From an optimization exercise on the open Yosys and OpenROAD flow, aimed at small area and a short achievable clock period; shortcuts taken in it are not production practice.
Where RTL was checked, it was by simulation tests only, not by an equivalence proof against the original.
Power is estimated from default activity; no workload was simulated.

==> flow/design.v (excerpt) <==
module stream_minhash_sketcher #(
  parameter int unsigned SKETCH_SIZE         = 16,
  parameter int unsigned H1_WIDTH            = 32,
  parameter int unsigned H2_WIDTH            = 32,
  parameter int unsigned LOG2_NUM_OF_BUCKETS = 8,
  parameter int unsigned DEDUP               = 1,
  parameter int unsigned CNT_WIDTH           = 16
) (
  input  logic                                       clk,
  input  logic                                       reset_n,
  input  logic                                       in_valid,
  output logic                                       in_ready,
  input  logic [H1_WIDTH-1:0]                        in_h1,
  input  logic [H2_WIDTH-1:0]                        in_h2,
  input  logic                                       in_last,
  output logic                                       sketch_valid,
  input  logic                                       sketch_ready,
  output logic [SKETCH_SIZE*LOG2_NUM_OF_BUCKETS-1:0] sketch_bucket,
  output logic [SKETCH_SIZE*H1_WIDTH-1:0]            sketch_h1,
  output logic [$clog2(SKETCH_SIZE+1)-1:0]           sketch_count,
  output logic [CNT_WIDTH-1:0]                       kmer_count
);
==> module stream_minhash_sketcher, before the edit <==
module stream_minhash_sketcher #(
  parameter int unsigned SKETCH_SIZE         = 16,
  parameter int unsigned H1_WIDTH            = 32,
  parameter int unsigned H2_WIDTH            = 32,
  parameter int unsigned LOG2_NUM_OF_BUCKETS = 8,
  parameter int unsigned DEDUP               = 1,
  parameter int unsigned CNT_WIDTH           = 16
) (
  input  logic                                       clk,
  input  logic                                       reset_n,
  input  logic                                       in_valid,
  output logic                                       in_ready,
  input  logic [H1_WIDTH-1:0]                        in_h1,
  input  logic [H2_WIDTH-1:0]                        in_h2,
  input  logic                                       in_last,
  output logic                                       sketch_valid,
  input  logic                                       sketch_ready,
  output logic [SKETCH_SIZE*LOG2_NUM_OF_BUCKETS-1:0] sketch_bucket,
  output logic [SKETCH_SIZE*H1_WIDTH-1:0]            sketch_h1,
  output logic [$clog2(SKETCH_SIZE+1)-1:0]           sketch_count,
  output logic [CNT_WIDTH-1:0]                       kmer_count
);
  localparam int unsigned S  = SKETCH_SIZE;
  localparam int unsigned W  = H1_WIDTH;
  localparam int unsigned L  = LOG2_NUM_OF_BUCKETS;
  localparam int unsigned CW = $clog2(SKETCH_SIZE + 1);
  localparam int unsigned N  = W + L;        
  logic           started, done_q;
  logic           accept, clear, dup;
  logic [N-1:0]   ent_q [S];
  logic [N-1:0]   ent_d [S];
  logic [N-1:0]   nx_ent;
  logic [W-1:0]   xn;
  logic [S-1:0]   v_q, c_gt, eq;
  logic [S-1:0]   sel_new, sel_sh, sel_keep;
  logic [CNT_WIDTH-1:0] kmer_q;
  logic [CW-1:0]  count_q;
  always_ff @(posedge clk or negedge reset_n) begin
    if (!reset_n) started <= 1'b0;
    else          started <= 1'b1;
  end
  always_ff @(posedge clk or negedge reset_n) begin
    if (!reset_n)                 done_q <= 1'b0;
    else if (done_q)              done_q <= !sketch_ready;
    else if (in_valid && started) done_q <= in_last;
  end
  assign in_ready     = started & ~done_q;
  assign sketch_valid = done_q;
  assign accept       = in_valid & started & ~done_q;
  assign clear        = (done_q & sketch_ready) | ~started;
  assign nx_ent = clear ? {{L{1'b0}}, {W{1'b1}}} : {in_h2[L-1:0], in_h1};
  assign xn     = ~in_h1;
  logic [S-1:0] vn, c_lt, gtn, ltn;
  logic [3:0]   neq4;
  logic         acceptn, clearn;
  assign acceptn = ~accept;
  assign clearn  = ~clear;
  for (genvar g = 0; g < S; g++) begin : g_cmp
    assign v_q[g] = (count_q > CW'(g));
    assign vn[g]  = ~v_q[g];
    mh_cmp #(.W(W)) u_cmp (.q(ent_q[g][W-1:0]), .xn(xn), .gt(c_gt[g]), .lt(c_lt[g]));
    mh_nor2  u_gtn (.a(vn[g]), .b(c_gt[g]), .y(gtn[g]));
    mh_nand2 u_ltn (.a(v_q[g]), .b(c_lt[g]), .y(ltn[g]));
    mh_nor3  u_eq  (.a(vn[g]), .b(c_gt[g]), .c(c_lt[g]), .y(eq[g]));
  end
  for (genvar k = 0; k < 4; k++) begin : g_dup
    mh_nor4 u (.a(eq[4*k]), .b(eq[4*k+1]), .c(eq[4*k+2]), .d(eq[4*k+3]), .y(neq4[k]));
  end
  mh_nand4 u_dup (.a(neq4[0]), .b(neq4[1]), .c(neq4[2]), .d(neq4[3]), .y(dup));
  for (genvar g = 0; g < S; g++) begin : g_sel
    if (g == 0) begin : g_first
      mh_o21ai u_new (.a1(acceptn), .a2(gtn[0]), .b1(clearn), .y(sel_new[0]));
      assign sel_sh[0] = 1'b0;
      mh_inv   u_keep (.a(sel_new[0]), .y(sel_keep[0]));
    end else begin : g_rest
      mh_o31ai u_new (.a1(acceptn), .a2(ltn[g-1]), .a3(gtn[g]), .b1(clearn), .y(sel_new[g]));
      mh_nor3  u_sh  (.a(acceptn), .b(dup), .c(gtn[g-1]), .y(sel_sh[g]));
      mh_nor2  u_keep (.a(sel_new[g]), .b(sel_sh[g]), .y(sel_keep[g]));
    end
  end
  for (genvar g = 0; g < S; g++) begin : g_slot
    for (genvar b = 0; b < N; b++) begin : g_bit
      if (g == 0) begin : g_first
        mh_mux2 u_mux (.sa(sel_new[g]), .a(nx_ent[b]), .sb(sel_keep[g]), .b(ent_q[g][b]),
                       .y(ent_d[g][b]));
      end else begin : g_rest
        mh_mux3 u_mux (.sa(sel_new[g]), .a(nx_ent[b]), .sb(sel_sh[g]), .b(ent_q[g-1][b]),
                       .sc(sel_keep[g]), .c(ent_q[g][b]), .y(ent_d[g][b]));
      end
    end
  end
  always_ff @(posedge clk) begin
    for (int unsigned i = 0; i < S; i++) ent_q[i] <= ent_d[i];
  end
  always_ff @(posedge clk) begin
    if (clear)                       kmer_q <= '0;
    else if (accept && kmer_q != '1) kmer_q <= kmer_q + 1'b1;
  end
  always_ff @(posedge clk) begin
    if (clear)                             count_q <= '0;
    else if (accept && !dup && !v_q[S-1]) count_q <= count_q + 1'b1;
  end
  assign sketch_count = count_q;
  for (genvar g = 0; g < S; g++) begin : g_pack
    assign sketch_h1[g*W +: W]     = ent_q[g][W-1:0];
    assign sketch_bucket[g*L +: L] = ent_q[g][W+L-1:W];
  end
  assign kmer_count = kmer_q;
endmodule
clock: 5.0 ns
lec_check: 0
cap_margin: 20
core_margin: 2
core_utilization: 40
cts_buf_list: sky130_fd_sc_hd__clkbuf_4 sky130_fd_sc_hd__clkbuf_8
cts_cluster_diameter: 60
cts_cluster_size: 14
setup_slack_margin: 1.0
slew_margin: 20
synth_hierarchical: 1
synth_minimum_keep_size: 0
standard.sh (not shown) runs the stock make flow with config.mk's settings and CLKGATE_MAP_FILE= SYNTH_SCRIPT=/design/flow/synth_recipe.tcl, a recipe that flattens the netlist after the stock synthesis.
==> flow/flow/run.sh <==
#!/bin/bash
# The standard layout (standard.sh), with two changes: the smallest buffer on every input and
# output port instead of the default delay buffer, and ABC told to expect a light load on each
# gate output so that it does not upsize cells before placement (the resizer sizes them later
# from the real loads). Each tool's output goes to the ORFS logs under orfs/logs; make's own
# output goes to flow_make.log here.
set -euo pipefail
export BUFFER_PORTS_ARGS="-buffer_cell sky130_fd_sc_hd__buf_1"
bash standard.sh ABC_LOAD_IN_FF=1 finish > flow_make.log 2>&1
==> next run, changes <==
--- a/flow/design.v
+++ b/flow/design.v
@@ -49,36 +49,40 @@
   assign accept       = in_valid & started & ~done_q;
   assign clear        = (done_q & sketch_ready) | ~started;
   assign nx_ent = clear ? {{L{1'b0}}, {W{1'b1}}} : {in_h2[L-1:0], in_h1};
   assign xn     = ~in_h1;
   logic [S-1:0] vn, c_lt, gtn, ltn;
   logic [3:0]   neq4;
+  logic [S-1:0] gtp;
+  logic         ndup;
   logic         acceptn, clearn;
   assign acceptn = ~accept;
   assign clearn  = ~clear;
   for (genvar g = 0; g < S; g++) begin : g_cmp
     assign v_q[g] = (count_q > CW'(g));
     assign vn[g]  = ~v_q[g];
     mh_cmp #(.W(W)) u_cmp (.q(ent_q[g][W-1:0]), .xn(xn), .gt(c_gt[g]), .lt(c_lt[g]));
     mh_nor2  u_gtn (.a(vn[g]), .b(c_gt[g]), .y(gtn[g]));
+    mh_or2   u_gtp (.a(vn[g]), .b(c_gt[g]), .y(gtp[g]));
     mh_nand2 u_ltn (.a(v_q[g]), .b(c_lt[g]), .y(ltn[g]));
     mh_nor3  u_eq  (.a(vn[g]), .b(c_gt[g]), .c(c_lt[g]), .y(eq[g]));
   end
   for (genvar k = 0; k < 4; k++) begin : g_dup
     mh_nor4 u (.a(eq[4*k]), .b(eq[4*k+1]), .c(eq[4*k+2]), .d(eq[4*k+3]), .y(neq4[k]));
   end
-  mh_nand4 u_dup (.a(neq4[0]), .b(neq4[1]), .c(neq4[2]), .d(neq4[3]), .y(dup));
+  mh_nand4 u_dup  (.a(neq4[0]), .b(neq4[1]), .c(neq4[2]), .d(neq4[3]), .y(dup));
+  mh_and4  u_ndup (.a(neq4[0]), .b(neq4[1]), .c(neq4[2]), .d(neq4[3]), .y(ndup));
   for (genvar g = 0; g < S; g++) begin : g_sel
     if (g == 0) begin : g_first
       mh_o21ai u_new (.a1(acceptn), .a2(gtn[0]), .b1(clearn), .y(sel_new[0]));
       assign sel_sh[0] = 1'b0;
       mh_inv   u_keep (.a(sel_new[0]), .y(sel_keep[0]));
     end else begin : g_rest
       mh_o31ai u_new (.a1(acceptn), .a2(ltn[g-1]), .a3(gtn[g]), .b1(clearn), .y(sel_new[g]));
       mh_nor3  u_sh  (.a(acceptn), .b(dup), .c(gtn[g-1]), .y(sel_sh[g]));
-      mh_nor2  u_keep (.a(sel_new[g]), .b(sel_sh[g]), .y(sel_keep[g]));
+      mh_a31oi u_keep (.a1(accept), .a2(gtp[g]), .a3(ndup), .b1(clear), .y(sel_keep[g]));
     end
   end
   for (genvar g = 0; g < S; g++) begin : g_slot
     for (genvar b = 0; b < N; b++) begin : g_bit
       if (g == 0) begin : g_first
         mh_mux2 u_mux (.sa(sel_new[g]), .a(nx_ent[b]), .sb(sel_keep[g]), .b(ent_q[g][b]),
@@ -193,12 +197,21 @@
 module mh_nor3 (input logic a, b, c, output logic y);
   assign y = ~(a | b | c);
 endmodule
 module mh_nor4 (input logic a, b, c, d, output logic y);
   assign y = ~(a | b | c | d);
 endmodule
+module mh_or2 (input logic a, b, output logic y);
+  assign y = a | b;
+endmodule
+module mh_and4 (input logic a, b, c, d, output logic y);
+  assign y = a & b & c & d;
+endmodule
+module mh_a31oi (input logic a1, a2, a3, b1, output logic y);
+  assign y = ~((a1 & a2 & a3) | b1);
+endmodule
 module mh_nand4 (input logic a, b, c, d, output logic y);
   assign y = ~(a & b & c & d);
 endmodule
 module mh_o21ai (input logic a1, a2, b1, output logic y);
   assign y = ~((a1 | a2) & b1);
 endmodule
Synthesized area rose by 0.66%.
Sequential share of layout area is about the same.
Cell count fell by 0.82%.
Power is lower by 2.7%.
Critical path depth rises by 1.
Via count drops by 2.3%.
Core utilization fell by 0.28 points.
Wire length went down by 8.1%.
Synthesized cell count barely changes.
Count of clock-buffer cells in the layout rose by 5.
Die area increases by 0.65%.
The RTL of the second run of this note was laid out without a check of its function.

## what the ideal ports hide
No port has a modelled driver above. Below, the same layouts with a new extraction and two added sets of constraints.
Step 1 (the two cells are an assumption about what drives the block):
set clk [get_ports {clk}]
set_driving_cell -lib_cell sky130_fd_sc_hd__clkbuf_16 $clk
set_driving_cell -lib_cell sky130_fd_sc_hd__buf_2 [delete_from_list [all_inputs] $clk]
Step 2 adds t to the input delays and takes it off the output delays; t is the mean of the earliest and latest rising clock arrival at the registers after step 1. Input paths then give back, and output paths get back, about the clock's delay inside the block.
Slacks: ideal ports / drivers / drivers and shift; pairs: ideal ports / drivers.
run	t, ns	slack for setup (ns)	worst data-port slew with drivers (ns)
the first run	0.748	1.067 / 1.111 / 0.363	0.08
the second run	0.751	0.956 / 0.990 / 0.239	0.05
After both steps setup and hold are still met in every run listed. The setup slack of the second run, which loses most, moves by +0.034 ns with the drivers and by -0.717 ns with both steps.
